This is an optimization exercise on Yosys and OpenROAD, whose aim is small area, a short achievable clock period and few clock cycles per item, not a production implementation. Where RTL was checked, it was by simulation tests only, not by an equivalence proof against the original. Only the layout flow was run in runs 1, 2 and 5 to 7; the RTL was not checked for function there. No activity file was given, so power comes from the tool's default toggle rates.

`run.sh`:
```
#!/bin/bash
# synth_recipe.tcl (not shown) runs the flow's synth.tcl, then flattens the netlist and writes it again
# the make line also repeats each setting of config.mk as NAME=value (left out here)
make -C /OpenROAD-flow-scripts/flow DESIGN_CONFIG=/design/flow/config.mk WORK_HOME=/design/flow/orfs CLKGATE_MAP_FILE= SYNTH_SCRIPT=/design/flow/synth_recipe.tcl finish
```
`config.mk`:
```
export PLATFORM = sky130hd
export DESIGN_NAME = sorted_unique_set_engine
export DESIGN_NICKNAME = sorted_unique_set_engine
export VERILOG_FILES = /design/flow/design.v
export SDC_FILE = /design/flow/constraint.sdc
export NUM_CORES = 4
export LEC_CHECK = 0
export CAP_MARGIN = 20
export CORE_MARGIN = 2
export CORE_UTILIZATION = 40
export SETUP_SLACK_MARGIN = 3.5
export SLEW_MARGIN = 20
```
`constraint.sdc`:
```
create_clock -name core_clock -period 6.0 [get_ports {clk}]
set_input_delay 1.2000 -clock core_clock [delete_from_list [all_inputs] [get_ports {clk}]]
set_output_delay 1.2000 -clock core_clock [all_outputs]
set_load 0.01 [all_outputs]
```
`design.v`:
```
`default_nettype none
package sus_pkg;
  localparam int CAPACITY = 16;
  localparam int CNT_W    = $clog2(CAPACITY + 1);
  localparam int VAL_W    = 32;
  localparam logic [1:0] KIND_SEARCH = 2'd0;
  localparam logic [1:0] KIND_INSERT = 2'd1;
  localparam logic [1:0] KIND_DELETE = 2'd2;
  localparam logic [1:0] KIND_SPARE  = 2'd3;
  localparam logic [1:0] ST_DONE  = 2'd0;
  localparam logic [1:0] ST_NOCHG = 2'd1;
  localparam logic [1:0] ST_FULL  = 2'd2;
  typedef logic [VAL_W-1:0] val_t;
  typedef logic [CNT_W-1:0] cnt_t;
endpackage
`default_nettype wire
`default_nettype none
module sus_cell (
  input  wire logic          clk,
  input  wire logic          vld,
  input  wire sus_pkg::val_t wr_key,
  input  wire sus_pkg::val_t key,
  output logic               eq
);
  sus_pkg::val_t val_r;
  assign eq = vld && (val_r == key);
  always_ff @(posedge clk) begin
    if (!vld) val_r <= wr_key;
  end
endmodule
`default_nettype wire
`default_nettype none
module sorted_unique_set_engine (
  input  wire logic        clk,
  input  wire logic        rst_n,
  input  wire logic        in_valid,
  output logic             in_ready,
  input  wire logic [1:0]  in_kind,
  input  wire logic [31:0] in_value,
  output logic             out_valid,
  input  wire logic        out_ready,
  output logic             out_was_present,
  output logic [1:0]       out_status,
  output logic [4:0]       out_entry_count
);
  localparam int N = sus_pkg::CAPACITY;
  logic          rdy_r;
  logic          acc;
  logic [N-1:0]  slot_vld;
  logic [N-1:0]  a_eq;
  logic [N-1:0]  eq_v;
  sus_pkg::cnt_t cnt_r;
  logic          b_vld;
  logic          b_ins, b_del;
  sus_pkg::val_t b_key;
  logic [N-1:0]  b_match;      
  logic          same;         
  logic          present;
  logic          full;
  logic          do_ins, do_del;
  logic [N-1:0]  first_free;
  logic [N-1:0]  hit;
  sus_pkg::cnt_t cnt_nxt;
  logic [1:0]    status;
  logic [7:0]    res;
  assign in_ready = rdy_r;
  assign acc      = in_valid && rdy_r;
  for (genvar i = 0; i < N; i++) begin : g_cell
    sus_cell u_cell (
      .clk    (clk),
      .vld    (slot_vld[i]),
      .wr_key (b_key),
      .key    (in_value),
      .eq     (a_eq[i])
    );
    assign eq_v[i] = a_eq[i] || (first_free[i] && same);
    if (i == 0) begin : g_first
      assign first_free[i] = !slot_vld[i];
    end else begin : g_rest
      assign first_free[i] = !slot_vld[i] && (&slot_vld[i-1:0]);
    end
  end
  assign same = in_value == b_key;
  always_ff @(posedge clk) begin
    b_vld   <= rst_n && acc;
    b_ins   <= in_kind == sus_pkg::KIND_INSERT;
    b_del   <= in_kind == sus_pkg::KIND_DELETE;
    b_key   <= in_value;
    b_match <= eq_v;
  end
  assign hit     = b_match & slot_vld;
  assign present = |hit;
  assign full    = cnt_r[sus_pkg::CNT_W-1];
  assign do_ins  = b_vld && b_ins && !present && !full;
  assign do_del  = b_vld && b_del && present;
  always_comb begin
    cnt_nxt = cnt_r;
    if (do_ins) cnt_nxt = cnt_r + 1'b1;
    if (do_del) cnt_nxt = cnt_r - 1'b1;
  end
  always_comb begin
    status = sus_pkg::ST_DONE;
    if (b_ins) begin
      if (present)   status = sus_pkg::ST_NOCHG;
      else if (full) status = sus_pkg::ST_FULL;
    end else if (b_del) begin
      if (!present)  status = sus_pkg::ST_NOCHG;
    end
  end
  assign res = {present, status, cnt_nxt};
  always_ff @(posedge clk) begin
    if (!rst_n) begin
      slot_vld <= '0;
      cnt_r    <= '0;
    end else begin
      slot_vld <= (slot_vld & ~({N{b_vld && b_del}} & hit))
                | ({N{b_vld && b_ins && !present}} & first_free);
      cnt_r    <= cnt_nxt;
    end
  end
  logic [2:0]       q_vld;
  logic [2:0][7:0]  q_dat;
  logic             pop;
  logic [2:0]       q_sh;      
  logic [2:0]       q_vld_nxt;
  assign pop  = q_vld[0] && out_ready;
  assign q_sh = pop ? {1'b0, q_vld[2:1]} : q_vld;
  assign q_vld_nxt = b_vld ? {q_sh[1:0], 1'b1} : q_sh;
  always_ff @(posedge clk) begin
    if (!rst_n) begin
      q_vld <= '0;
      rdy_r <= 1'b1;
    end else begin
      q_vld <= q_vld_nxt;
      rdy_r <= !q_vld_nxt[2] && !(q_vld_nxt[1] && acc);
    end
  end
  for (genvar p = 0; p < 3; p++) begin : g_q
    logic [7:0] nxt;    
    if (p < 2) begin : g_sh
      assign nxt = pop ? q_dat[p+1] : q_dat[p];
    end else begin : g_last
      assign nxt = q_dat[p];
    end
    always_ff @(posedge clk) begin
      q_dat[p] <= q_sh[p] ? nxt : res;
    end
  end
  assign out_valid       = q_vld[0];
  assign out_was_present = q_dat[0][7];
  assign out_status      = q_dat[0][6:5];
  assign out_entry_count = q_dat[0][4:0];
endmodule
`default_nettype wire
```
==> notes.md, run 1 <==
- Setup ws final: 3.50 ns
- Cell Pwr Density: 318 nW/µm²
- Total GRT Usage: 25.1%
- Critical R2R Launch: slot_vld[2]
- Worst Setup Path Type: input port to flip-flop
- Hold Path Sink: b_vld
- Die Area: 64,700 µm²
- Most common library cells after synthesis: edfxtp_1 (536), xnor2_1 (374), xor2_1 (170), nand4_1 (106), dfxtp_1 (76)
- Netlist Area Pre-Place: 25,100 µm²
- Peak supply drop: 237 µV
- Status: timing/DRC/antenna clean
- DRT Pass-1 Iters: 5
- Worst Hold Depth: 1
- Worst slew margin: 23.1%
- Core area: 61,800 µm²
- Number of synthesized flops with an enable pin: 536
- Count leader, synth: edfxtp_1
- Avg Synthesized Cell Area: 15.5 µm²
- Hold Crit Start: rdy_r
- # clock sinks: 612
- Post-DP HPWL: 50.1 mm
- Top cell family by delay on the critical path: simple AND/OR/NAND/NOR gates
- R2R Path End: slot_vld[13]
- Fmax achieved: about 400 MHz
- Sequential element share of the synthesized area: 70.3%
- Wirelength per Cell: 29.8 µm
- CP arrival: approximately 3.0 ns
- Worst-margin pin slew: 1.15 ns
- First DRT Iteration DRCs: 1,590
- Setup total negative slack: 0 ns
- Max Fanout on Critical Path: 7
- Final Skew: 0.0253 ns
- Initial antenna violation count: 2
- LEAKAGE: 10.7 nW
- Critical Path Sink Type: flip-flop
- I/O Buffers: 47
- CP max stage delay: 0.48 ns
- Die X: 254 µm
- Post-layout util: about half
- DR vias/cell: 5.49
- Ranking of synthesized cells by area: edfxtp_1 (64%), xnor2_1 (13%), dfxtp_1 (6.1%), xor2_1 (5.9%), nand4_1 (2.6%)
- DP Area: 27,100 µm²
- CP startpoint kind: input port
- Share of layout cells above drive strength 1: 19.8%
- Tcrit/Tclk final: 41.6%
- Yosys top cell area share: around 64%
- Post-DRT Antenna Nets: 0
- Total global routing overflow: 0
- Gate Count Post-Synth: ~1,600
- Final Hold Fails: 0
- Cell count along the critical path: 8
- #FFs+latches synth: 612
- Worst Path Required: between 6 and 7 ns
- Std-Cell Rows: 91
- Crit path buffers/inverters: 2
- Setup violations, final: 0
- Via total after detailed routing: roughly 15,000
- Clk buf depth: 3
- CP cell instances: clkbuf_4, buf_4, xnor2_1, nand4_1, nor4_4, nand4_1, or4_1, o41ai_2
- Worst-Skew Late Latency: approximately 0.60 ns
- Unrepaired setup endpoints after global routing: false
- Nets: 1,834
- Yosys warns: 2
- Dominant cell type by area after synthesis: edfxtp_1
- Ys async rst share: 0%
- Starting Density: 40.5%
- RePlAce Congestion: 0.946
- IO Count: 48
- Hold WC Path Type: flip-flop to flip-flop
- Area Overhead vs Synth: 21.2%
- Largest net degree at the start of global routing: 36
- CP max stage cell: nor4_4
- Syn_nets: approximately 1,700
- Drt total wl: around 80 mm
- Fin. max-slew vios: 0
- Hold buffer count at CTS: 0
- CTS root buffer: clkbuf_16
- Place WS: 1.42 ns
- Ys flop type: edfxtp_1
- Number of H-tree levels: 3
- CTS clk-pin slew, worst paths: ~0.06 ns
- First-pass GRT wire length: ~110 mm
- Fill cells: 5,135
- Die height: 254 µm
- Worst r2r path cells: 6
- Final Instance Area: 30,400 µm²
- Vias in the first global route: roughly 14,000
- Max-cap viol count: 0
- CP dominant cell by count: nand4_1
- Minimum clock period: approximately 2.5 ns
- Cts bufs inserted: 66
- Remaining routing DRC violations: 0
- CTS tree: done
- R2R setup slack: 3.58 ns
- Yosys cell types: 43
worst max path at each step:
stage | end | slack, ns | start
detailed placement | b_match[14] | 1.42 | in_value[15]
floorplan | b_match[2] | 3.46 | in_value[1]
CTS | b_match[13] | 3.50 | in_value[4]
finish | b_match[2] | 3.50 | in_value[3]
global placement | b_match[1] | 1.43 | in_value[15]
global route | b_match[14] | 3.50 | in_value[12]
layer usage:
layer	routed length (µm)	GRT usage [%]
met1	31600	33.0
met2	38500	41.3
met3	5970	3.61
met4	3940	11.6
met5	0	0
sequential cells by signal, summed over array words and instances (netlist names):
signal and cells:
g_cell.u_cell.val_r 512, b_del 1, rdy_r 1, b_match 16, b_ins 1, q_dat 24
b_key 32, b_vld 1, cnt_r 5, slot_vld 16, q_vld 3
power by group:
part           internal (W)  leakage [nW]  switching (W)
sequential          0.00483          6.34       0.000109
clock               0.00227          1.00        0.00163
combinational      0.000345          3.36       0.000483
total               0.00745          10.7        0.00222
final cells by class:
class	count	area [µm²]	area share (%)
diodes	2	5.00	0.0165
clock buffers	106	1990	6.55
clock inverters	14	65.1	0.214
inverters	26	97.6	0.321
multi-input cells	907	7750	25.5
flip-flops and latches	612	17600	58.0
well taps	837	1050	3.45
repair buffers	181	1790	5.91
kinds of logic after synthesis:
kind of cell | share of synthesized area, %
DFF | 70.3
buffers and inverters | 1.70
AOI/OAI and AO/OA | 1.54
and+or+nand+nor | 6.55
adders and majority gates | 0.0999
muxes | 0.774
xor gates and xnor gates | 19.0
cells in the final DEF (no fill, tap or decap), drive strengths merged, types with 4 or more instances in the layout:
cell type	count
inv	27
nand4	106
xnor2	374
dlygate4sd2	10
clkdlybuf4s50	5
o21ai	14
buf	152
dfxtp	76
edfxtp	536
nor2b	8
clkdlybuf4s15	4
nand2	39
a21oi	11
nor2	14
mux2i	7
o221a	4
nor4	59
xor2	170
clkbuf	115
nor3	17
nand3	24
o32ai	7
a22oi	4
and2	7
or4	6
clkinv	13
mux2	11
o22ai	4
what timing repair did:
item | 4_1_cts | 5_1_grt
pin swaps | 33 | 21
resized for setup | 264 | 62
setup buffers | 43 | 4
cloned | 3 | 0
endpoints found under the setup margin | 61 | 29
metrics by stage:
stage / hold slack (ns) / std cells / power [W]
after floorplan: 0.465 / 1620 / 0.00546
after global placement: 0.493 / 2513 / 0.00576
after detailed placement: 0.494 / 2513 / 0.00577
after CTS: 0.507 / 2679 / 0.00970
after global routing: 0.521 / 2683 / 0.00993
final: 0.508 / 2685 / 0.00967
==> inputs of run 2 (changes only) <==
--- a/config.mk
+++ b/config.mk
@@ -8,5 +8,5 @@
 export CAP_MARGIN = 20
 export CORE_MARGIN = 2
 export CORE_UTILIZATION = 40
-export SETUP_SLACK_MARGIN = 3.5
+export SETUP_SLACK_MARGIN = 3.0
 export SLEW_MARGIN = 20
==> run 2 against run 1 <==
Still clean on timing, DRC and antenna. Global-route usage decreased by 1.0 points. Area after synthesis unchanged. Clock power decreased by 6.7%. Clock skew up 0.0033 ns. Sequential power about the same. First-iteration DRC count up 28%. Core utilization is 1.5 points lower. Clock-buffer cell count down 22. Sequential share of layout area is 1.9 points higher. Wire length decreased by 3.2%. Final cell count down 1.0%. Critical path type unchanged. Largest cell class unchanged. Largest power group unchanged.
==> notes.md, run 2 <==
- DR vias/cell: 5.46
- Vias in the first global route: 14,049
- Std-Cell Rows: 91
- Hold buffer count at CTS: 0
- Total GRT Usage: 24.1%
- DRT Pass-1 Iters: 5
- Die height: 254 µm
- Worst Path Required: 6.53 ns
- Post-Synth XOR/XNOR Area: 19.0%
- Yosys cell types: 43
- RePlAce Congestion: 0.897
- Setup violations, final: 0
- Hold WC Path Type: flip-flop to flip-flop
- Remaining routing DRC violations: 0
- Unrepaired setup endpoints after global routing: true
- Place WS: 1.75 ns
- Gate Count Post-Synth: 1,620
- Worst-margin pin slew: between 1 and 1.5 ns
- Ys flop type: edfxtp_1
- CP max stage delay: 0.60 ns
- CTS tree: done
- # clock sinks: between 600 and 700
- Yosys top cell area share: about 64%
- Drt total wl: around 77 mm
- Sequential element share of the synthesized area: 70.3%
- CP startpoint kind: input port
- Clk buf depth: 3
- Synth Area in Compound Gates: 1.54%
- CTS root buffer: clkbuf_16
- Most common cell after layout, fill and taps aside: edfxtp_1
- I/O Buffers: between 40 and 50
- Biggest register: g_cell.u_cell.val_r
- Ranking of synthesized cells by area: edfxtp_1 (64%), xnor2_1 (13%), dfxtp_1 (6.1%), xor2_1 (5.9%), nand4_1 (2.6%)
- Largest family of logic cells by synthesized area: XOR/XNOR gates
- CP dominant cell by count: nand4_1
- First-pass GRT wire length: roughly 110 mm
- Worst-Skew Late Latency: 0.63 ns
- Die Area: between 60,000 and 70,000 µm²
- Post-DP HPWL: 46.1 mm
- Post-DRT Antenna Nets: 0
- Fmax achieved: 325 MHz
- Mux share of post-synthesis cell area: 0.774%
- Most frequent cells in the layout: edfxtp_1 (536), xnor2_1 (371), xor2_1 (170)
- Share of layout cells above drive strength 1: 13.7%
- Largest net degree at the start of global routing: 36
- Setup ws final: 2.92 ns
- Cts bufs inserted: 61
- Area Overhead vs Synth: 17.4%
- Ys async rst share: 0%
- CP cell instances: clkdlybuf4s50_1, xnor2_1, nand4_1, nor4_4, nand4_1, or4_1, o41ai_1
- Core area: ~62,000 µm²
- Adder-Cell Fraction of Synth Area: 0.0999%
- Final Instance Area: 29,400 µm²
- Die X: between 200 and 300 µm
- Placed insts: 2,507
- Wirelength per Cell: 29.2 µm
- CP max stage cell: clkdlybuf4s50_1
- Via total after detailed routing: 14,504
- Worst slew margin: 29.5%
- Total power: 0.00936 W
- Finished Layout Cells: between 2,000 and 3,000
- Worst Setup Path Type: input port to flip-flop
- Yosys warns: 2
- Cell Pwr Density: around 320 nW/µm²
- CP arrival: 3.60 ns
- Max-cap viol count: 0
- Final Hold Fails: 0
- Post-synthesis simple-gate area fraction: 6.55%
- Setup total negative slack: 0 ns
- Nets: 1,807
- First DRT Iteration DRCs: 2,037
- Netlist Area Pre-Place: 25,100 µm²
- Largest registers: g_cell.u_cell.val_r x512, b_key x32, q_dat x24
- Max Fanout on Critical Path: 4
- Number of synthesized flops with an enable pin: 536
- Final Skew: 0.0286 ns
- Most common library cells after synthesis: edfxtp_1 (536), xnor2_1 (374), xor2_1 (170), nand4_1 (106), dfxtp_1 (76)
- DP Area: ~27,000 µm²
- Count leader, synth: edfxtp_1
- Initial antenna violation count: 4
- IO Count: 48
- Critical Path Sink Type: flip-flop
- Fin. max-slew vios: 0
- CTS clk-pin slew, worst paths: 0.06 ns
- Max reg flops: 512
- Minimum clock period: between 3 and 4 ns
- Total global routing overflow: 0
- Number of H-tree levels: 2
- Avg Synthesized Cell Area: around 15 µm²
- Tcrit/Tclk final: 51.3%
- Syn_nets: 1,660
- #FFs+latches synth: around 600
- Dominant cell type by area after synthesis: edfxtp_1
- Fill cells: between 5,000 and 6,000
- Status: timing/DRC/antenna clean
- LEAKAGE: 10.2 nW
- Starting Density: 40.5%
- Peak supply drop: around 270 µV
==> run 2: cell count changes in the layout (fill, tap and decap cells not counted), moves of 7 or more <==
cell             delta
clkinv_2            +9
xnor2_2            -36
buf_4              -23
o32ai_1             +7
clkbuf_16          -10
nor4_1              +9
clkbuf_4            -7
clkdlybuf4s50_1    +37
xnor2_1            +38
clkbuf_1           -14
dlygate4sd2_1       -8
==> run 2: report_power, final <==
part | internal, W | switching (W) | total, W
combinational | 0.000318 | 0.000464 | 0.000782
clock | 0.00203 | 0.00161 | 0.00364
sequential | 0.00483 | 0.000100 | 0.00493
==> run 2: metrics by stage <==
stage	hold slack [ns]	util [%]
after detailed placement	0.497	43.4
after global placement	0.489	43.4
final	0.503	47.6
after global routing	0.520	47.6
after CTS	0.506	46.8
after floorplan	0.464	-
==> run 2: worst max-delay path: cells and delay by family <==
| family | cells | cell delay (ns) |
|---|---|---|
| XOR/XNOR | 1 | 0.40 |
| AND/OR/NAND/NOR | 4 | 1.31 |
| buffers and inverters | 1 | 0.60 |
| AO/OA/AOI/OAI | 1 | 0.08 |
==> run 2: timing repair <==
action / in CTS / in global routing
setup buffers: 0 / 34
pin swaps: 2 / 3
endpoints found under the setup margin: 21 / 16
resized for setup: 45 / 58
==> run 2: layer usage <==
| metal | global-route usage [%] | part of all wire [%] | vias up |
|---|---|---|---|
| li1 | - | - | 6201 |
| met1 | 31.3 | 39 | 7394 |
| met4 | 13.2 | 6.1 | 2 |
| met5 | 0 | 0.018 | - |
| met3 | 3.07 | 7.7 | 195 |
| met2 | 39.3 | 47 | 712 |
==> run 2: cell families (layout without fill, tap and decap cells) <==
family	Yosys count	count (layout)
fa+ha+maj	2	2
mux	18	18
other cells	0	1
simple gates	286	286
buf+inv	102	301
flops	612	612
compound gates	56	56
xor+xnor	544	544
==> run 2: final cells by class <==
type / instances / area [µm²] / share of cell area [%]
repair buffers: 160 / 1590 / 5.40
inverters: 26 / 97.6 / 0.332
well taps: 837 / 1050 / 3.56
clock buffers: 84 / 1710 / 5.82
clock inverters: 31 / 184 / 0.625
flip-flops and latches: 612 / 17600 / 59.9
multi-input cells: 906 / 7170 / 24.4
diodes: 1 / 2.50 / 0.00851
==> run 2: worst paths after layout <==
path                              startpoint           to  slack, ns  cells after the start
worst max-delay path            in_value[16]   b_match[2]       2.92                      7
worst min-delay path                   rdy_r        b_vld       0.50                      1
worst max register to register     b_key[25]  b_match[15]       3.30                      5
worst min register to register         rdy_r        b_vld       0.50                      1
==> inputs of run 3 (changes only) <==
--- a/design.v
+++ b/design.v
@@ -17,15 +17,14 @@
 `default_nettype none
 module sus_cell (
   input  wire logic          clk,
-  input  wire logic          vld,
-  input  wire sus_pkg::val_t wr_key,
+  input  wire logic          vld_nxt,
   input  wire sus_pkg::val_t key,
   output logic               eq
 );
   sus_pkg::val_t val_r;
-  assign eq = vld && (val_r == key);
+  assign eq = (val_r == key);
   always_ff @(posedge clk) begin
-    if (!vld) val_r <= wr_key;
+    if (!vld_nxt) val_r <= key;
   end
 endmodule
 `default_nettype wire
@@ -47,14 +46,12 @@
   logic          rdy_r;
   logic          acc;
   logic [N-1:0]  slot_vld;
-  logic [N-1:0]  a_eq;
+  logic [N-1:0]  slot_vld_nxt;
   logic [N-1:0]  eq_v;
   sus_pkg::cnt_t cnt_r;
   logic          b_vld;
   logic          b_ins, b_del;
-  sus_pkg::val_t b_key;
   logic [N-1:0]  b_match;      
-  logic          same;         
   logic          present;
   logic          full;
   logic          do_ins, do_del;
@@ -67,25 +64,21 @@
   assign acc      = in_valid && rdy_r;
   for (genvar i = 0; i < N; i++) begin : g_cell
     sus_cell u_cell (
-      .clk    (clk),
-      .vld    (slot_vld[i]),
-      .wr_key (b_key),
-      .key    (in_value),
-      .eq     (a_eq[i])
+      .clk     (clk),
+      .vld_nxt (slot_vld_nxt[i]),
+      .key     (in_value),
+      .eq      (eq_v[i])
     );
-    assign eq_v[i] = a_eq[i] || (first_free[i] && same);
     if (i == 0) begin : g_first
       assign first_free[i] = !slot_vld[i];
     end else begin : g_rest
       assign first_free[i] = !slot_vld[i] && (&slot_vld[i-1:0]);
     end
   end
-  assign same = in_value == b_key;
   always_ff @(posedge clk) begin
     b_vld   <= rst_n && acc;
     b_ins   <= in_kind == sus_pkg::KIND_INSERT;
     b_del   <= in_kind == sus_pkg::KIND_DELETE;
-    b_key   <= in_value;
     b_match <= eq_v;
   end
   assign hit     = b_match & slot_vld;
@@ -93,6 +86,9 @@
   assign full    = cnt_r[sus_pkg::CNT_W-1];
   assign do_ins  = b_vld && b_ins && !present && !full;
   assign do_del  = b_vld && b_del && present;
+  assign slot_vld_nxt = rst_n ? ((slot_vld & ~({N{b_vld && b_del}} & hit))
+                               | ({N{b_vld && b_ins && !present}} & first_free))
+                              : '0;
   always_comb begin
     cnt_nxt = cnt_r;
     if (do_ins) cnt_nxt = cnt_r + 1'b1;
@@ -109,13 +105,11 @@
   end
   assign res = {present, status, cnt_nxt};
   always_ff @(posedge clk) begin
+    slot_vld <= slot_vld_nxt;
     if (!rst_n) begin
-      slot_vld <= '0;
-      cnt_r    <= '0;
+      cnt_r <= '0;
     end else begin
-      slot_vld <= (slot_vld & ~({N{b_vld && b_del}} & hit))
-                | ({N{b_vld && b_ins && !present}} & first_free);
-      cnt_r    <= cnt_nxt;
+      cnt_r <= cnt_nxt;
     end
   end
   logic [2:0]       q_vld;
--- a/config.mk
+++ b/config.mk
@@ -8,5 +8,5 @@
 export CAP_MARGIN = 20
 export CORE_MARGIN = 2
 export CORE_UTILIZATION = 40
-export SETUP_SLACK_MARGIN = 3.0
+export SETUP_SLACK_MARGIN = 3.9
 export SLEW_MARGIN = 20
==> run 3 against run 2 <==
Fmax up 20%. Register-to-register slack improved by 0.13 ns. Still clean on timing, DRC and antenna. Core utilization increased by 3.5 points. Critical path type is now flip-flop to flip-flop. Total power shrank 6.8%. Wire length is 17% lower. Setup slack improved by 0.51 ns. Combinational power is 25% lower.
==> notes.md, run 3 <==
- Status: timing/DRC/antenna clean
- CP startpoint kind: flip-flop
- Critical R2R Launch: b_match[11]
- Fill cells: between 4,000 and 5,000
- RePlAce Congestion: 0.779
- Worst-Skew Late Latency: 0.62 ns
- First-pass GRT wire length: 91.7 mm
- Most common cell after layout, fill and taps aside: edfxtp_1
- Critical Path Sink Type: flip-flop
- Yosys top cell area share: 67.4%
- Worst Hold Depth: 2
- Initial antenna violation count: 0
- Multi-input gate area: 7610 µm²
- Total global routing overflow: 0
- Clk buf depth: 3
- Hold Path Sink: q_dat[15]
- Post-DRT Antenna Nets: 0
- Worst r2r path cells: 9
- Max Fanout on Critical Path: 8
- CTS root buffer: clkbuf_16
- Final Hold Fails: 0
- Reg area: 17,000 µm²
- Cell Pwr Density: 289 nW/µm²
- Most frequent cells in the layout: edfxtp_1 (536), xor2_1 (512), nor4_1 (116)
- Number of H-tree levels: 2
- First DRT Iteration DRCs: 1,098
- CTS tree: done
- Final Skew: about 0.023 ns
- Biggest register: g_cell.u_cell.val_r
- Max reg flops: roughly 500
- Fmax achieved: 389 MHz
- Area Overhead vs Synth: 26.4%
- Count leader, synth: edfxtp_1
- Max-cap viol count: 0
- Drt total wl: between 60 and 70 mm
- Hold Crit Start: q_dat[23]
- Share of layout cells above drive strength 1: 24.0%
- CTS clk-pin slew, worst paths: 0.06 ns
- Sequential element share of the synthesized area: 71.1%
- Routed wl met2: 31.7 mm
- CP arrival: 2.95 ns
- Placed insts: 2,298
- Most common library cells after synthesis: edfxtp_1 (536), xor2_1 (514), nor4_1 (129), clkbuf_1 (59), dfxtp_1 (44)
- #FFs+latches synth: 580
- Setup total negative slack: 0 ns
- R2R setup slack: between 3 and 4 ns
- Fin. max-slew vios: 0
- Total power: a little under 0.009 W
- Hold WC Path Type: flip-flop to flip-flop
- Worst Path Required: 6.37 ns
- Syn_nets: 1,551
- Setup violations, final: 0
- Peak supply drop: 213 µV
- # clock sinks: 580
- DP Area: 25,600 µm²
- Final Instance Area: 30,200 µm²
- R2R Path End: g_cell[11].u_cell.val_r[23]
- LEAKAGE: 11.6 nW
- Minimum clock period: 2.57 ns
- Gate Count Post-Synth: 1,511
- I/O Buffers: 47
- Worst slew margin: around 50%
- Crit path from: b_match[11]
- Largest net degree at the start of global routing: 47
- Netlist Area Pre-Place: 23,900 µm²
- Via total after detailed routing: 13,468
- Die X: 248 µm
- Starting Density: approximately two fifths
- Yosys cell types: 39
- Number of synthesized flops with an enable pin: about 540
- Core area: around 59,000 µm²
- Worst-margin pin slew: 0.740 ns
- Dominant cell type by area after synthesis: edfxtp_1
- Std-Cell Rows: between 80 and 90
- Unrepaired setup endpoints after global routing: true
- Remaining routing DRC violations: 0
- Met3 routed WL: about 2.5 mm
- Ys async rst share: 0%
- IO Count: 48
- Post-DP HPWL: 33.1 mm
- Uppermost routed layer: met4
- Total GRT Usage: 20.6%
- Tcrit/Tclk final: 42.9%
- Nets: 1,774
- Die Area: 61,700 µm²
- Worst Setup Path Type: flip-flop to flip-flop
- Wirelength per Cell: 25.1 µm
- DR vias/cell: 5.28
- Die height: around 250 µm
- Metal-1 WL: 27.8 mm
- Ys flop type: edfxtp_1
- DRT Pass-1 Iters: 5
- Vias in the first global route: 13,349
- Hold buffer count at CTS: 0
- Avg Synthesized Cell Area: 15.8 µm²
- Yosys warns: 2
- Ranking of synthesized cells by area: edfxtp_1 (67%), xor2_1 (19%), dfxtp_1 (3.7%), nor4_1 (3.4%), nand4_1 (1.0%)
- Finished Layout Cells: between 2,000 and 3,000
- Cts bufs inserted: 58
- Largest registers: g_cell.u_cell.val_r x512, q_dat x24
- Antenna diodes: 0
==> run 3: area by class of cell <==
type / count / share of cell area (%)
clock buffers: 81 / 5.30
clock inverters: 24 / 0.535
inverters: 13 / 0.178
multi-input cells: 859 / 25.2
flip-flops and latches: 580 / 56.5
well taps: 773 / 3.21
repair buffers: 222 / 9.09
==> run 3: cells by family (layout without fill, tap and decap cells) <==
group / count (synthesis) / after routing / share of synthesized area, %
and+or+nand+nor: 270 / 271 / 6.43
buffers and inverters: 87 / 340 / 1.43
AOI/OAI and AO/OA: 44 / 58 / 1.45
DFF: 580 / 580 / 71.1
muxes: 13 / 13 / 0.592
adders and majority gates: 2 / 2 / 0.105
xor gates and xnor gates: 515 / 515 / 18.9
==> run 3: metal layers <==
metal,global-route usage (%),vias up
met5,0,-
met4,6.69,0
met3,2.38,96
met2,35.0,337
met1,27.6,6990
li1,-,6045
==> run 3: worst max path at each step <==
stage / depth (start not counted) / end
after CTS: 7 / g_cell[10].u_cell.val_r[23]
after detailed placement: 5 / g_cell[15].u_cell.val_r[3]
after global placement: 5 / g_cell[15].u_cell.val_r[3]
final: 9 / g_cell[11].u_cell.val_r[23]
after global routing: 10 / g_cell[13].u_cell.val_r[12]
after floorplan: 3 / g_cell[11].u_cell.val_r[0]
==> run 3: timing repair <==
action	CTS	global route
gates resized for setup	237	95
endpoints found under the hold margin	0	0
gates cloned	29	8
pin swaps	54	33
setup buffers	86	26
endpoints found under the setup margin	571	581
==> run 3: critical path, stage by stage (launching register included) <==
cell      delay (ns)
dfxtp_4         0.36
nand2_4         0.07
nand4_1         0.18
or4_4           0.61
buf_6           0.16
nor3_4          0.17
a21o_1          0.17
o211ai_1        0.18
buf_4           0.27
buf_16          0.16
==> run 3: stage by stage <==
stage	hold WS, ns	utilization (%)	setup WS [ns]
3_5_place_dp	0.499	43.4	2.82
6_report	0.510	51.1	3.43
3_3_place_gp	0.502	43.1	2.87
4_1_cts	0.513	49.9	3.50
2_1_floorplan	0.491	-	3.16
5_1_grt	0.538	51.1	3.39
==> run 3: power by group <==
| part | internal [W] | switching, W | total [W] |
|---|---|---|---|
| registers | 0.00460 | 0.0000846 | 0.00469 |
| clock network | 0.00193 | 0.00151 | 0.00344 |
| logic | 0.000216 | 0.000372 | 0.000588 |
Testbench counts of run 3, summed over its fixed seeds: cycles 32,016, items 32,000.
==> inputs of run 4 (changes only) <==
--- a/config.mk
+++ b/config.mk
@@ -8,5 +8,5 @@
 export CAP_MARGIN = 20
 export CORE_MARGIN = 2
 export CORE_UTILIZATION = 40
-export SETUP_SLACK_MARGIN = 3.9
+export SETUP_SLACK_MARGIN = 3.6
 export SLEW_MARGIN = 20
==> run 4 against run 3 <==
Highest routed layer unchanged. Still clean. Flip-flop and latch count unchanged. Largest cell class unchanged. Combinational power decreased by 5.3%. Register-to-register slack better by 0.08 ns. Critical path type unchanged. Setup slack improved by 0.075 ns. Fmax increased by 3.0%.
==> notes.md, run 4 <==
- Most common library cells after synthesis: edfxtp_1 (536), xor2_1 (514), nor4_1 (129), clkbuf_1 (59), dfxtp_1 (44)
- Remaining routing DRC violations: 0
- Post-DRT Antenna Nets: 0
- CP max stage delay: 0.60 ns
- Count leader, synth: edfxtp_1
- Ys flop type: edfxtp_1
- Ranking of synthesized cells by area: edfxtp_1 (67%), xor2_1 (19%), dfxtp_1 (3.7%), nor4_1 (3.4%), nand4_1 (1.0%)
- Final Skew: 0.0187 ns
- CP startpoint kind: flip-flop
- DRT Pass-1 Iters: 5
- LEAKAGE: 11.2 nW
- IO Count: 48
- Max-cap viol count: 0
- Worst-Skew Late Latency: 0.62 ns
- Largest net degree at the start of global routing: 43
- Post-DP HPWL: roughly 33 mm
- Top cell family by delay on the critical path: simple AND/OR/NAND/NOR gates
- CP arrival: around 2.9 ns
- Hold buffer count at CTS: 0
- Area Overhead vs Synth: 22.5%
- Clk buf depth: 3
- CTS tree: done
- Netlist Area Pre-Place: 23,900 µm²
- Status: timing/DRC/antenna clean
- Die X: 248 µm
- Total global routing overflow: 0
- Avg Synthesized Cell Area: between 15 and 20 µm²
- Largest registers: g_cell.u_cell.val_r x512, q_dat x24
- Max Fanout on Critical Path: 6
- I/O Buffers: 47
- Final Hold Fails: 0
- Dominant cell type by area after synthesis: edfxtp_1
- Setup total negative slack: 0 ns
- Die height: 248 µm
- Wirelength per Cell: 24.1 µm
- Total GRT Usage: 19.8%
- Syn_nets: between 1,500 and 2,000
- Sequential element share of the synthesized area: 71.1%
- Initial antenna violation count: 1
- Number of H-tree levels: 2
- Drt total wl: 61.0 mm
- Biggest register: g_cell.u_cell.val_r
- Hold WC Path Type: flip-flop to flip-flop
- Worst slew margin: 51.3%
- CP max stage cell: or4_4
- Share of layout cells above drive strength 1: 21.9%
- CTS root buffer: clkbuf_16
- Number of synthesized flops with an enable pin: 536
- Worst-margin pin slew: ~0.73 ns
- Antenna diodes: 0
- Yosys warns: 2
- RePlAce Congestion: between 0.7 and 0.8
- Tcrit/Tclk final: 41.6%
- Starting Density: about two fifths
- Worst Path Required: 6.39 ns
- Vias in the first global route: 13,064
- Gate Count Post-Synth: 1,511
- First-pass GRT wire length: just under 90 mm
- Peak supply drop: 212 µV
- Fill cells: 4,865
- Std-Cell Rows: 89
- #FFs+latches synth: 580
- Die Area: between 60,000 and 70,000 µm²
- Unrepaired setup endpoints after global routing: true
- Most frequent cells in the layout: edfxtp_1 (536), xor2_1 (512), nor4_1 (128)
- Worst Setup Path Type: flip-flop to flip-flop
- Crit path buffers/inverters: 3
- Cell Pwr Density: 302 nW/µm²
- Yosys cell types: 39
- Yosys top cell area share: approximately 67%
- Total power: 0.00882 W
- Setup violations, final: 0
- DR vias/cell: 5.20
- Max reg flops: slightly above 500
- Ys async rst share: 0%
- CP cell instances: nand2_4, nand4_1, or4_4, buf_6, nor2_4, and3_4, o221ai_4, buf_6, buf_16
- Via total after detailed routing: 13,163
- Fmax achieved: 401 MHz
- Minimum clock period: 2.50 ns
- CTS clk-pin slew, worst paths: 0.06 ns
- # clock sinks: 580
- Most common cell after layout, fill and taps aside: edfxtp_1
- Fin. max-slew vios: 0
- First DRT Iteration DRCs: 1,139
- Critical Path Sink Type: flip-flop
- CP dominant cell by count: buf_6
- Nets: between 1,500 and 2,000
- Core area: between 50,000 and 60,000 µm²
- Cts bufs inserted: 60
## run 4: cell counts after synthesis
Identical to the previous run, type by type.
## run 4: area by class of cell
cell class	instances	area, µm²	share of cell area (%)
clock buffers	80	1620	5.53
clock inverters	30	259	0.886
flip-flops and latches	580	17000	58.3
multi-input cells	854	7320	25.0
repair buffers	200	1980	6.77
well taps	773	967	3.31
inverters	13	48.8	0.167
## run 4: worst register-to-register path, cell delays in order, from the launching register on
cell	delay [ns]
dfxtp_4	0.37
nand2_4	0.06
nand4_1	0.13
or4_4	0.60
buf_6	0.15
nor2_4	0.14
and3_4	0.24
o221ai_4	0.22
buf_6	0.24
buf_16	0.13
## run 4: per-layer routing
metal | wire, µm | vias to the layer above | GRT usage (%)
met5 | 0 | - | 0
met4 | 1630 | 0 | 6.29
met3 | 3100 | 96 | 3.04
met2 | 29800 | 362 | 33.3
met1 | 26400 | 6728 | 26.5
li1 | - | 5977 | -
## run 4: through the flow
stage               instances  hold WS [ns]  util, %  area, µm²  setup slack [ns]
floorplan                1511         0.491        -      24200              3.16
global placement         2294         0.503     43.0      25400              2.71
detailed placement       2298         0.501     43.2      25500              2.68
CTS                      2484         0.517     48.4      28600              3.48
global route             2530         0.539     49.5      29200              3.46
finish                   2530         0.523     49.5      29200              3.50
## run 4: kinds of logic (layout without fill, tap and decap cells)
| group | count (synthesis) | in the layout | share of synthesized area [%] |
|---|---|---|---|
| buffers and inverters | 87 | 323 | 1.43 |
| adder cells (fa/ha/maj) | 2 | 2 | 0.105 |
| AND/OR/NAND/NOR | 270 | 271 | 6.43 |
| flip-flops | 580 | 580 | 71.1 |
| multiplexers | 13 | 13 | 0.592 |
| XOR/XNOR | 515 | 515 | 18.9 |
| AO/OA/AOI/OAI | 44 | 53 | 1.45 |
## run 4: path summary, 6_finish.rpt
check	from	end	slack, ns	cells past startpoint
hold reg to reg	q_dat[23]	q_dat[15]	0.52	2
setup / recovery	slot_vld[10]	g_cell[4].u_cell.val_r[29]	3.50	9
hold / removal	q_dat[23]	q_dat[15]	0.52	2
setup reg to reg	slot_vld[10]	g_cell[4].u_cell.val_r[29]	3.50	9
## run 4: power breakdown
group | leakage (nW) | total (W) | internal, W | switching [W]
clock | 0.902 | 0.00358 | 0.00206 | 0.00152
sequential | 6.08 | 0.00468 | 0.00460 | 0.0000818
combinational | 4.21 | 0.000557 | 0.000197 | 0.000360
## run 4: repair_timing
| item | CTS | global route |
|---|---|---|
| endpoints found under the setup margin | 537 | 495 |
| buffers inserted | 61 | 42 |
| pin swaps | 44 | 25 |
| resized for setup | 124 | 71 |
| cloned | 15 | 2 |
==> inputs of run 5 (changes only) <==
--- a/design.v
+++ b/design.v
@@ -45,6 +45,9 @@
   localparam int N = sus_pkg::CAPACITY;
   logic          rdy_r;
   logic          acc;
+  logic          a_vld;
+  logic [1:0]    a_kind;
+  sus_pkg::val_t a_key;
   logic [N-1:0]  slot_vld;
   logic [N-1:0]  slot_vld_nxt;
   logic [N-1:0]  eq_v;
@@ -66,7 +69,7 @@
     sus_cell u_cell (
       .clk     (clk),
       .vld_nxt (slot_vld_nxt[i]),
-      .key     (in_value),
+      .key     (a_key),
       .eq      (eq_v[i])
     );
     if (i == 0) begin : g_first
@@ -76,9 +79,12 @@
     end
   end
   always_ff @(posedge clk) begin
-    b_vld   <= rst_n && acc;
-    b_ins   <= in_kind == sus_pkg::KIND_INSERT;
-    b_del   <= in_kind == sus_pkg::KIND_DELETE;
+    a_vld   <= rst_n && acc;
+    a_kind  <= in_kind;
+    a_key   <= in_value;
+    b_vld   <= rst_n && a_vld;
+    b_ins   <= a_kind == sus_pkg::KIND_INSERT;
+    b_del   <= a_kind == sus_pkg::KIND_DELETE;
     b_match <= eq_v;
   end
   assign hit     = b_match & slot_vld;
@@ -112,26 +118,29 @@
       cnt_r <= cnt_nxt;
     end
   end
-  logic [2:0]       q_vld;
-  logic [2:0][7:0]  q_dat;
-  logic             pop;
-  logic [2:0]       q_sh;      
-  logic [2:0]       q_vld_nxt;
+  localparam int D = 4;
+  logic [D-1:0]       q_vld;
+  logic [D-1:0][7:0]  q_dat;
+  logic               pop;
+  logic [D-1:0]       q_sh;      
+  logic [D-1:0]       q_vld_nxt;
   assign pop  = q_vld[0] && out_ready;
-  assign q_sh = pop ? {1'b0, q_vld[2:1]} : q_vld;
-  assign q_vld_nxt = b_vld ? {q_sh[1:0], 1'b1} : q_sh;
+  assign q_sh = pop ? {1'b0, q_vld[D-1:1]} : q_vld;
+  assign q_vld_nxt = b_vld ? {q_sh[D-2:0], 1'b1} : q_sh;
   always_ff @(posedge clk) begin
     if (!rst_n) begin
       q_vld <= '0;
       rdy_r <= 1'b1;
     end else begin
       q_vld <= q_vld_nxt;
-      rdy_r <= !q_vld_nxt[2] && !(q_vld_nxt[1] && acc);
+      rdy_r <= !q_vld_nxt[D-1]
+            && !(q_vld_nxt[D-2] && (acc || a_vld))
+            && !(q_vld_nxt[D-3] && acc && a_vld);
     end
   end
-  for (genvar p = 0; p < 3; p++) begin : g_q
+  for (genvar p = 0; p < D; p++) begin : g_q
     logic [7:0] nxt;    
-    if (p < 2) begin : g_sh
+    if (p < D - 1) begin : g_sh
       assign nxt = pop ? q_dat[p+1] : q_dat[p];
     end else begin : g_last
       assign nxt = q_dat[p];
--- a/config.mk
+++ b/config.mk
@@ -8,5 +8,5 @@
 export CAP_MARGIN = 20
 export CORE_MARGIN = 2
 export CORE_UTILIZATION = 40
-export SETUP_SLACK_MARGIN = 3.6
+export SETUP_SLACK_MARGIN = 3.8
 export SLEW_MARGIN = 20
==> run 5 against run 4 <==
Non-clock buffer count shrank 64. Still clean on timing, DRC and antenna. Design area grew 5.4%. Critical path depth shrank 2. Sequential power grew 7.5%. Highest routed layer is now met5.
==> notes.md, run 5 <==
- Peak supply drop: between 150 and 200 µV
- Gate Count Post-Synth: 1,655
- Most common library cells after synthesis: edfxtp_1 (544), xor2_1 (513), nor4_1 (129), dfxtp_1 (80), clkbuf_1 (68)
- LEAKAGE: ~11 nW
- First DRT Iteration DRCs: 1,050
- Via total after detailed routing: ~14,000
- Die X: ~260 µm
- Initial antenna violation count: 3
- Hold WC Path Type: flip-flop to flip-flop
- Netlist Area Pre-Place: around 25,000 µm²
- Yosys warns: 2
- Placed insts: between 2,000 and 3,000
- Remaining routing DRC violations: 0
- Die height: between 200 and 300 µm
- RePlAce Congestion: 0.745
- Internal: ~0.0075 W
- Switching share of total power: between 20% and 30%
- Fmax achieved: about 410 MHz
- Psw: 0.00209 W
- Worst-Skew Late Latency: 0.60 ns
- Total GRT Usage: 19.5%
- Die Area: 65,400 µm²
- Ys async rst share: 0%
- First-pass GRT wire length: 94.6 mm
- Dominant cell type by area after synthesis: edfxtp_1
- Nets: 1,851
- Worst r2r path cells: 7
- Final Instance Area: ~31,000 µm²
- Post-DRT Antenna Nets: 0
- # clock sinks: between 600 and 700
- Fin. max-slew vios: 0
- DP Area: 27,100 µm²
- Share of layout cells above drive strength 1: 19.1%
- Number of H-tree levels: 3
- Number of synthesized flops with an enable pin: approximately 540
- Comb pwr share: 5.7%
- Final Skew: 0.0243 ns
- Max reg flops: slightly above 500
- CP arrival: 2.73 ns
- Largest registers: g_cell.u_cell.val_r x512, a_key x32, q_dat x32
- Setup violations, final: 0
- CTS tree: done
- Worst-margin pin slew: 0.710 ns
- Finished Layout Cells: roughly 2,700
- Worst slew margin: 52.3%
- DRT Pass-1 Iters: 5
- Vias in the first global route: 14,087
- Worst Hold Depth: 1
- Ranking of synthesized cells by area: edfxtp_1 (64%), xor2_1 (18%), dfxtp_1 (6.3%), nor4_1 (3.2%), nand4_1 (1.0%)
- #FFs+latches synth: 624
- Cts bufs inserted: 67
- CTS root buffer: clkbuf_16
- Most frequent cells in the layout: edfxtp_1 (544), xor2_1 (513), nor4_1 (128)
- Clk pwr share: 41.7%
- DR vias/cell: 5.31
- Drt total wl: 65.8 mm
- Area Overhead vs Synth: 21.6%
- Minimum clock period: about 2.4 ns
- Critical Path Sink Type: flip-flop
- CP startpoint kind: flip-flop
- Post-DP HPWL: 30.7 mm
- Wirelength per Cell: 24.3 µm
- Std-Cell Rows: 92
- Status: timing/DRC/antenna clean
- Hold buffer count at CTS: 0
- Sequential element share of the synthesized area: 70.7%
- Sequential share of power: 52.6%
- Cell Pwr Density: 310 nW/µm²
- Yosys top cell area share: roughly 64%
- Ys flop type: edfxtp_1
- Yosys cell types: 48
- Final Hold Fails: 0
- Unrepaired setup endpoints after global routing: true
- Most common cell after layout, fill and taps aside: edfxtp_1
- Biggest register: g_cell.u_cell.val_r
- Tcrit/Tclk final: 40.2%
- Syn_nets: 1,695
- Core area: 62,900 µm²
- Worst Setup Path Type: flip-flop to flip-flop
- Avg Synthesized Cell Area: roughly 15 µm²
- Total global routing overflow: 0
- Max Fanout on Critical Path: 16
- IO Count: 48
- Largest net degree at the start of global routing: 33
- Count leader, synth: edfxtp_1
- Worst Path Required: around 6.3 ns
- Setup total negative slack: 0 ns
- I/O Buffers: 47
- Clk buf depth: 3
- Max-cap viol count: 0
- Starting Density: 40.3%
- CTS clk-pin slew, worst paths: 0.06 ns
-- run 5: cell count changes after synthesis, sizes merged, moves of 7 or more --
cell    change
clkbuf      +9
dfxtp      +36
o21ai      +15
edfxtp      +8
nand2      +12
nor2       +11
nand3      +17
nor3        +7
-- run 5: cell type report --
cell class | instances | area, µm²
fillers | 5261 | 32000
flip-flops and latches | 624 | 18000
multi-input cells | 972 | 8150
clock buffers | 94 | 1860
repair buffers | 136 | 1420
well taps | 846 | 1060
clock inverters | 26 | 230
inverters | 8 | 46.3
repair inverters | 2 | 20.0
diodes | 1 | 2.50
-- run 5: worst max-delay path: stages (launching register included) --
cell and delay [ns]:
dfxtp_1 0.37, a22oi_2 0.25, nand3_1 0.17, nor3_4 0.20
buf_12 0.17, inv_16 0.04, or3_4 0.41, o41a_4 0.50
-- run 5: cells by family after synthesis --
group                    after synthesis  synth area share, %
adder cells (fa/ha/maj)                2               0.0987
flip-flops                           624                 70.7
multiplexers                          16                0.666
XOR/XNOR                             516                 17.8
buffers and inverters                 93                 1.40
AND/OR/NAND/NOR                      336                 7.39
AO/OA/AOI/OAI                         68                 1.89
-- run 5: path summary, 6_finish.rpt --
| kind | from | to | slack (ns) |
|---|---|---|---|
| worst max register to register | slot_vld[9] | g_cell[11].u_cell.val_r[1] | 3.59 |
| worst max-delay path | slot_vld[9] | g_cell[11].u_cell.val_r[1] | 3.59 |
| worst min register to register | a_kind[0] | b_del | 0.41 |
| worst min-delay path | a_kind[0] | b_del | 0.41 |
-- run 5: timing repair --
| item | in CTS | in global routing |
|---|---|---|
| setup endpoints to repair | 564 | 552 |
| pin swaps | 29 | 23 |
| gates resized for setup | 139 | 51 |
| setup buffers | 29 | 16 |
| gates cloned | 31 | 11 |
-- run 5: metrics by stage --
step	power (W)	worst slack [ns]	hold slack, ns	util, %
4_1_cts	0.00964	3.62	0.416	48.2
2_1_floorplan	0.00544	3.24	0.384	-
6_report	0.00955	3.59	0.414	49.0
5_1_grt	0.00986	3.53	0.439	49.0
3_3_place_gp	0.00564	2.87	0.398	43.2
3_5_place_dp	0.00566	2.81	0.407	43.2
-- run 5: metal layers --
layer  GRT usage [%]  vias up  share of wire [%]
li1                -     6478                  -
met1            25.7     7379                 43
met2            33.3      418                 50
met3            2.84      100                4.7
met4            6.42        2                2.4
met5               0        -              0.018
-- run 5: power by group through the flow --
stage	Combinational (W)	Sequential, W	Clock, W
after CTS	0.000548	0.00503	0.00406
after detailed placement	0.000532	0.00513	0
after global routing	0.000592	0.00505	0.00422
after global placement	0.000520	0.00512	0
after floorplan	0.000333	0.00511	0
final	0.000544	0.00503	0.00398
==> inputs of run 6 (changes only) <==
--- a/design.v
+++ b/design.v
@@ -49,7 +49,7 @@
   logic [1:0]    a_kind;
   sus_pkg::val_t a_key;
   logic [N-1:0]  slot_vld;
-  logic [N-1:0]  slot_vld_nxt;
+  logic [N-1:0]  slot_vld_nxt;   
   logic [N-1:0]  eq_v;
   sus_pkg::cnt_t cnt_r;
   logic          b_vld;
@@ -92,9 +92,8 @@
   assign full    = cnt_r[sus_pkg::CNT_W-1];
   assign do_ins  = b_vld && b_ins && !present && !full;
   assign do_del  = b_vld && b_del && present;
-  assign slot_vld_nxt = rst_n ? ((slot_vld & ~({N{b_vld && b_del}} & hit))
-                               | ({N{b_vld && b_ins && !present}} & first_free))
-                              : '0;
+  assign slot_vld_nxt = (slot_vld & ~({N{b_vld && b_del}} & hit))
+                      | ({N{b_vld && b_ins && !present}} & first_free);
   always_comb begin
     cnt_nxt = cnt_r;
     if (do_ins) cnt_nxt = cnt_r + 1'b1;
@@ -111,11 +110,12 @@
   end
   assign res = {present, status, cnt_nxt};
   always_ff @(posedge clk) begin
-    slot_vld <= slot_vld_nxt;
     if (!rst_n) begin
-      cnt_r <= '0;
+      slot_vld <= '0;
+      cnt_r    <= '0;
     end else begin
-      cnt_r <= cnt_nxt;
+      slot_vld <= slot_vld_nxt;
+      cnt_r    <= cnt_nxt;
     end
   end
   localparam int D = 4;
==> run 6 against run 5 <==
Largest cell class unchanged. Final cell count shrank 2.3%. Die area shrank 1.8%. Combinational power shrank 2%. Largest power group unchanged. Still clean on timing, DRC and antenna. Wire length shrank 3.7%.
==> notes.md, run 6 <==
- Status: timing/DRC/antenna clean
- Via total after detailed routing: 13,913
- Post-DRT Antenna Nets: 0
- Most common library cells after synthesis: edfxtp_1 (544), xor2_1 (514), nor4_1 (128), dfxtp_1 (80), clkbuf_1 (61)
- Final Instance Area: 30,900 µm²
- Total global routing overflow: 0
- Ys async rst share: 0%
- Minimum clock period: 2.48 ns
- CP startpoint kind: flip-flop
- Core area: 61,600 µm²
- Worst-Skew Late Latency: roughly 0.6 ns
- First DRT Iteration DRCs: 1,297
- CTS clk-pin slew, worst paths: approximately 0.06 ns
- Most frequent cells in the layout: edfxtp_1 (544), xor2_1 (512), nor4_1 (128)
- Hold buffer count at CTS: 0
- Worst Path Required: 6.28 ns
- Worst r2r path cells: 9
- R2R setup slack: approximately 3.5 ns
- RePlAce Congestion: around 0.74
- Drt total wl: 63.4 mm
- Switching share of total power: 21.7%
- Comb pwr share: 5.6%
- Sequential share of power: a little over half
- Post-DP HPWL: 28.3 mm
- DR vias/cell: 5.26
- CTS tree: done
- Fmax achieved: 403 MHz
- Avg Synthesized Cell Area: 15.9 µm²
- Area Overhead vs Synth: 24.2%
- Sequential element share of the synthesized area: 72.1%
- Crit path buffers/inverters: 3
- Clk pwr share: between 40% and 50%
- Worst-margin pin slew: 1.06 ns
- CP cell instances: a22oi_2, nand3_2, nor4_4, bufinv_8, buf_8, or3_4, nor3b_4, buf_6, nor2_4
- Worst Setup Path Type: flip-flop to flip-flop
- Clk buf depth: 3
- Place WS: 2.66 ns
- Max Fanout on Critical Path: 8
- Worst slew margin: between 20 and 30%
- Share of layout cells above drive strength 1: 21.2%
- Initial antenna violation count: 0
- Yosys cell types: between 40 and 50
- Internal: 0.00751 W
- Hold WC Path Type: flip-flop to flip-flop
- I/O Buffers: between 40 and 50
- Dominant cell type by area after synthesis: edfxtp_1
- Max-cap viol count: 0
- IO Count: 48
- First-pass GRT wire length: 92.1 mm
- Number of H-tree levels: 3
- #FFs+latches synth: 624
- Setup total negative slack: 0 ns
- Largest registers: g_cell.u_cell.val_r x512, a_key x32, q_dat x32
- Yosys warns: 2
- Fin. max-slew vios: 0
- Largest net degree at the start of global routing: 34
- Biggest register: g_cell.u_cell.val_r
- CTS root buffer: clkbuf_16
- Count leader, synth: edfxtp_1
- Top cell family by delay on the critical path: simple AND/OR/NAND/NOR gates
- Critical Path Sink Type: flip-flop
- Cell count along the critical path: 9
- DRT Pass-1 Iters: 6
- Total GRT Usage: 19.7%
- Vias in the first global route: ~14,000
- DP Area: 26,700 µm²
- Cts bufs inserted: 67
- Die Area: 64,200 µm²
- LEAKAGE: 11.6 nW
- Most common cell after layout, fill and taps aside: edfxtp_1
- Yosys top cell area share: between 60% and 70%
- CP max stage cell: dfxtp_1
- Std-Cell Rows: 91
- Tcrit/Tclk final: 41.4%
- # clock sinks: 624
- Cell Pwr Density: 310 nW/µm²
- Final Skew: 0.0162 ns
- Unrepaired setup endpoints after global routing: true
- Gate Count Post-Synth: 1,566
- Antenna diodes: 0
- CP arrival: 2.76 ns
- CP max stage delay: 0.34 ns
- Nets: around 1,800
- Number of synthesized flops with an enable pin: 544
- Starting Density: between 40 and 50%
- Worst Hold Depth: 1
- Setup ws final: 3.52 ns
- Die height: 253 µm
- Setup violations, final: 0
- Ys flop type: edfxtp_1
- Final Hold Fails: 0
- Netlist Area Pre-Place: roughly 25,000 µm²
- Die X: 253 µm
- Ranking of synthesized cells by area: edfxtp_1 (66%), xor2_1 (18%), dfxtp_1 (6.4%), nor4_1 (3.2%), nand4_1 (0.93%)
- Syn_nets: 1,606
- Peak supply drop: 183 µV
- Remaining routing DRC violations: 0
- Max reg flops: 512
- Psw: 0.00208 W
- Wirelength per Cell: 23.9 µm
## run 6: cell count changes after synthesis, moves of 6 or more
cell and change:
a21oi_1 +9, clkbuf_1 -7, mux2_2 +12, nand2_1 -26, nand3_1 -13, nor2_1 +6, nor3_1 -8, o21ai_0 -14
o221ai_1 -6, o22ai_1 +7, or2_2 -7
## run 6: worst paths after layout
kind	endpoint	start
worst min-delay path	b_del	a_kind[0]
worst max register to register	g_cell[8].u_cell.val_r[10]	slot_vld[15]
worst min register to register	b_del	a_kind[0]
worst max-delay path	g_cell[8].u_cell.val_r[10]	slot_vld[15]
## run 6: kinds of logic (layout without fill, tap and decap cells)
logic type,Yosys count,after routing,share of synthesized area (%)
xor+xnor,515,515,18.1
flops,624,624,72.1
buf+inv,85,294,1.32
fa+ha+maj,2,2,0.101
compound gates,47,78,1.18
mux,25,25,1.11
simple gates,268,272,6.10
## run 6: area by class of cell
type                            count  area [µm²]
Clock buffer                       89        1880
Clock inverter                     32         243
Fill cell                        5014       30700
Inverter                           12        63.8
Multi-Input combinational cell    892        7890
Sequential cell                   624       18000
Tap cell                          837        1050
Timing Repair Buffer              161        1760
## run 6: worst register-to-register path, delay by kind of cell, from the launching register on
kind	cells	cell delay, ns
simple gates	5	1.03
buf+inv	3	0.58
flops	1	0.34
compound gates	1	0.21
## run 6: metal layers
metal	track usage, %	part of all wire [%]	wire length [µm]
met1	28.3	46	28900
met3	3.60	6.5	4110
met2	31.0	46	28900
met4	4.84	2.4	1510
met5	0	0	0
## run 6: repair_timing
item,CTS,global route
pin swaps,37,24
setup endpoints to repair,583,396
setup buffers,63,14
resized for setup,177,50
gates cloned,31,9
## run 6: through the flow
stage	power (W)	instances	hold WS [ns]	util [%]
floorplan	0.00545	1566	0.384	-
global placement	0.00563	2407	0.395	43.3
detailed placement	0.00565	2409	0.403	43.4
CTS	0.00967	2624	0.414	49.3
global route	0.00990	2647	0.408	50.2
finish	0.00959	2647	0.401	50.2
## run 6: power groups by stage
stage                     Combinational, W  Sequential [W]  Clock, W
after floorplan                   0.000333         0.00512         0
after global placement            0.000511         0.00512         0
after detailed placement          0.000522         0.00513         0
after CTS                         0.000538         0.00504   0.00410
after global routing              0.000586         0.00506   0.00426
final                             0.000534         0.00503   0.00402
==> inputs of run 7 (changes only) <==
--- a/config.mk
+++ b/config.mk
@@ -8,5 +8,8 @@
 export CAP_MARGIN = 20
 export CORE_MARGIN = 2
 export CORE_UTILIZATION = 40
+export CTS_BUF_LIST = sky130_fd_sc_hd__clkbuf_8
+export CTS_CLUSTER_DIAMETER = 50
+export CTS_CLUSTER_SIZE = 16
 export SETUP_SLACK_MARGIN = 3.8
 export SLEW_MARGIN = 20
==> run 7 against run 6 <==
Total power shrank 9.1%. Still clean on timing, DRC and antenna. Flip-flop and latch count did not move. Via count shrank 0.42%. Largest power group unchanged. Combinational power is 0.9% higher. Sequential power hardly changed.
==> notes.md, run 7 <==
- Number of H-tree levels: 3
- CP arrival: 2.98 ns
- Hold WC Path Type: flip-flop to flip-flop
- Avg Synthesized Cell Area: 15.9 µm²
- Initial antenna violation count: 0
- Most common cell after layout, fill and taps aside: edfxtp_1
- Yosys cell types: 44
- Worst slew margin: 20.7%
- DR vias/cell: 5.21
- CTS root buffer: clkbuf_8
- CTS tree: done
- Fmax achieved: 378 MHz
- Crit path from: slot_vld[7]
- Critical R2R Launch: slot_vld[7]
- Status: timing/DRC/antenna clean
- IO Count: 48
- Max Fanout on Critical Path: 8
- Most common library cells after synthesis: edfxtp_1 (544), xor2_1 (514), nor4_1 (128), dfxtp_1 (80), clkbuf_1 (61)
- Std-Cell Rows: just over 90
- Ys async rst share: 0%
- Nets: 1,812
- Hold Crit Start: a_kind[0]
- CP startpoint kind: flip-flop
- Total global routing overflow: 0
- Synth Area in Compound Gates: under 10%
- Remaining routing DRC violations: 0
- Setup violations, final: 0
- Post-Synth XOR/XNOR Area: a little under a fifth
- Hold buffer count at CTS: 0
- RePlAce Congestion: 0.739
- Largest family of logic cells by synthesized area: XOR/XNOR gates
- Yosys top cell area share: 65.6%
- LEAKAGE: 11.4 nW
- Worst r2r path cells: 10
- Worst Hold Depth: 1
- Unrepaired setup endpoints after global routing: true
- Via total after detailed routing: ~14,000
- Wirelength per Cell: 23.8 µm
- Vias in the first global route: 13,479
- Adder-Cell Fraction of Synth Area: 0.101%
- Fin. max-slew vios: 0
- Ranking of synthesized cells by area: edfxtp_1 (66%), xor2_1 (18%), dfxtp_1 (6.4%), nor4_1 (3.2%), nand4_1 (0.93%)
- First DRT Iteration DRCs: between 1,000 and 1,500
- Fill cells: between 5,000 and 6,000
- Tcrit/Tclk final: 44.1%
- DRT Pass-1 Iters: 5
- Syn_nets: 1,606
- Most frequent cells in the layout: edfxtp_1 (544), xor2_1 (512), nor4_1 (128)
- Largest registers: g_cell.u_cell.val_r x512, a_key x32, q_dat x32
- Cell Pwr Density: between 200 and 300 nW/µm²
- Starting Density: 40.4%
- Antenna diodes: 0
- CTS clk-pin slew, worst paths: roughly 0.11 ns
- Number of synthesized flops with an enable pin: 544
- Yosys warns: 2
- Count leader, synth: edfxtp_1
- Mux share of post-synthesis cell area: 1.11%
- I/O Buffers: 47
- Biggest register: g_cell.u_cell.val_r
- First-pass GRT wire length: 89.0 mm
- Area Overhead vs Synth: 22.9%
- Die Area: 64,200 µm²
- Total power: 0.00871 W
- Minimum clock period: 2.65 ns
- Core area: roughly 60,000 µm²
- Final Skew: 0.0402 ns
- Worst Setup Path Type: flip-flop to flip-flop
- Worst-margin pin slew: 1.18 ns
- Die X: 253 µm
- Final Hold Fails: 0
- Cts bufs inserted: 66
- # clock sinks: 624
- #FFs+latches synth: 624
- Die height: 253 µm
- Setup total negative slack: 0 ns
- Reg area: 18,000 µm²
- Drt total wl: 63.3 mm
- Peak supply drop: 174 µV
- Gate Count Post-Synth: 1,566
- Multi-input gate area: 7850 µm²
- Post-DRT Antenna Nets: 0
- Ys flop type: edfxtp_1
- Post-DP HPWL: 28.3 mm
- Worst-Skew Late Latency: 0.68 ns
- Netlist Area Pre-Place: 24,900 µm²
- Sequential element share of the synthesized area: 72.1%
- Share of layout cells above drive strength 1: 23.2%
- Worst Path Required: about 6.3 ns
- Max-cap viol count: 0
- Critical Path Sink Type: flip-flop
- Total GRT Usage: 19.0%
- Clk buf depth: 3
- Largest net degree at the start of global routing: 34
- Max reg flops: 512
- Post-synthesis simple-gate area fraction: 6.10%
- Dominant cell type by area after synthesis: edfxtp_1
-- run 7: where the power goes --
| part | leakage (nW) | switching [W] | internal, W |
|---|---|---|---|
| Sequential | 6.47 | 0.000106 | 0.00492 |
| Combinational | 4.20 | 0.000325 | 0.000213 |
| Clock | 0.761 | 0.00168 | 0.00146 |
-- run 7: worst paths after layout --
path,slack (ns),to
worst min register to register,0.41,b_del
worst min-delay path,0.41,b_del
worst max register to register,3.35,g_cell[8].u_cell.val_r[26]
worst max-delay path,3.35,g_cell[8].u_cell.val_r[26]
-- run 7: layer usage --
layer / vias to the layer above / share of wire, % / track usage, %
li1: 6190 / - / -
met1: 7170 / 46 / 27.5
met2: 408 / 46 / 29.6
met3: 87 / 5.6 / 3.20
met4: 0 / 1.8 / 5.02
met5: - / 0 / 0
-- run 7: stage by stage --
| stage | instance area, µm² | std cells | utilization, % | hold slack (ns) | setup slack, ns |
|---|---|---|---|---|---|
| floorplan | 25100 | 1566 | - | 0.384 | 3.28 |
| global placement | 26700 | 2407 | 43.3 | 0.395 | 2.73 |
| detailed placement | 26700 | 2409 | 43.4 | 0.403 | 2.66 |
| CTS | 29400 | 2596 | 47.7 | 0.419 | 3.46 |
| global route | 30600 | 2661 | 49.6 | 0.421 | 3.32 |
| finish | 30600 | 2661 | 49.6 | 0.414 | 3.35 |
-- run 7: critical path, cell delays in order (launching register included) --
cell and delay (ns):
dfxtp_2 0.42, nand2_4 0.14, nand3_2 0.13, nor4_4 0.31, bufinv_8 0.25, buf_6 0.11
or3_4 0.33, nor3b_4 0.24, buf_12 0.17, buf_6 0.11, nor2_4 0.08
-- run 7: kinds of logic after synthesis --
group                    after synthesis
AO/OA/AOI/OAI                         47
XOR/XNOR                             515
adder cells (fa/ha/maj)                2
buffers and inverters                 85
flip-flops                           624
multiplexers                          25
AND/OR/NAND/NOR                      268
-- run 7: what timing repair did --
| item | in CTS | in global routing |
|---|---|---|
| cloned | 22 | 19 |
| setup buffers | 45 | 43 |
| resized for setup | 152 | 88 |
| endpoints found under the setup margin | 582 | 492 |
| pin swaps | 26 | 38 |
-- run 7: layout make-up --
cell class | instances | share of cell area, %
multi-input cells | 887 | 25.7
inverters | 12 | 0.209
well taps | 837 | 3.42
clock inverters | 47 | 1.64
repair buffers | 181 | 6.81
clock buffers | 73 | 3.29
flip-flops and latches | 624 | 59.0

## what the ideal ports hide
Ports are ideal in the flow. The routed layouts listed here were re-timed in OpenROAD. Step 1 (the two cells are an assumption about what drives the block):
set clk [get_ports {clk}]
set_driving_cell -lib_cell sky130_fd_sc_hd__clkbuf_16 $clk
set_driving_cell -lib_cell sky130_fd_sc_hd__buf_2 [delete_from_list [all_inputs] $clk]
Step 2 also shifts input and output timing later by t, the mid clock arrival at the registers, as if the neighbouring blocks saw the same clock. Slacks: no drivers / after step 1 / after step 2; pairs: no drivers / after step 1.
run | t (ns) | setup WS [ns] | worst hold slack (ns) | slew at the worst register clock pin (ns) | cell pins on the clock port's net
run 1 | 0.648 | 3.504 / 3.503 / 2.892 | 0.508 / 0.508 / 0.508 | 0.07 / 0.07 | 1
run 2 | 0.679 | 2.923 / 2.956 / 2.277 | 0.503 / 0.503 / 0.503 | 0.06 / 0.06 | 1
run 3 | 0.669 | 3.428 / 3.428 / 2.909 | 0.510 / 0.510 / 0.510 | 0.07 / 0.07 | 1
run 4 | 0.667 | 3.503 / 3.503 / 3.022 | 0.523 / 0.523 / 0.523 | 0.06 / 0.06 | 1
run 5 | 0.653 | 3.590 / 3.590 / 3.213 | 0.414 / 0.414 / 0.414 | 0.06 / 0.06 | 1
run 6 | 0.648 | 3.518 / 3.518 / 3.313 | 0.401 / 0.401 / 0.401 | 0.06 / 0.06 | 1
run 7 | 0.711 | 3.353 / 3.353 / 3.170 | 0.414 / 0.414 / 0.414 | 0.11 / 0.11 | 1
After both steps every run listed still meets setup and hold. For run 2, which loses most, drivers alone change the setup slack by +0.033 ns; drivers and shift together by -0.646 ns.
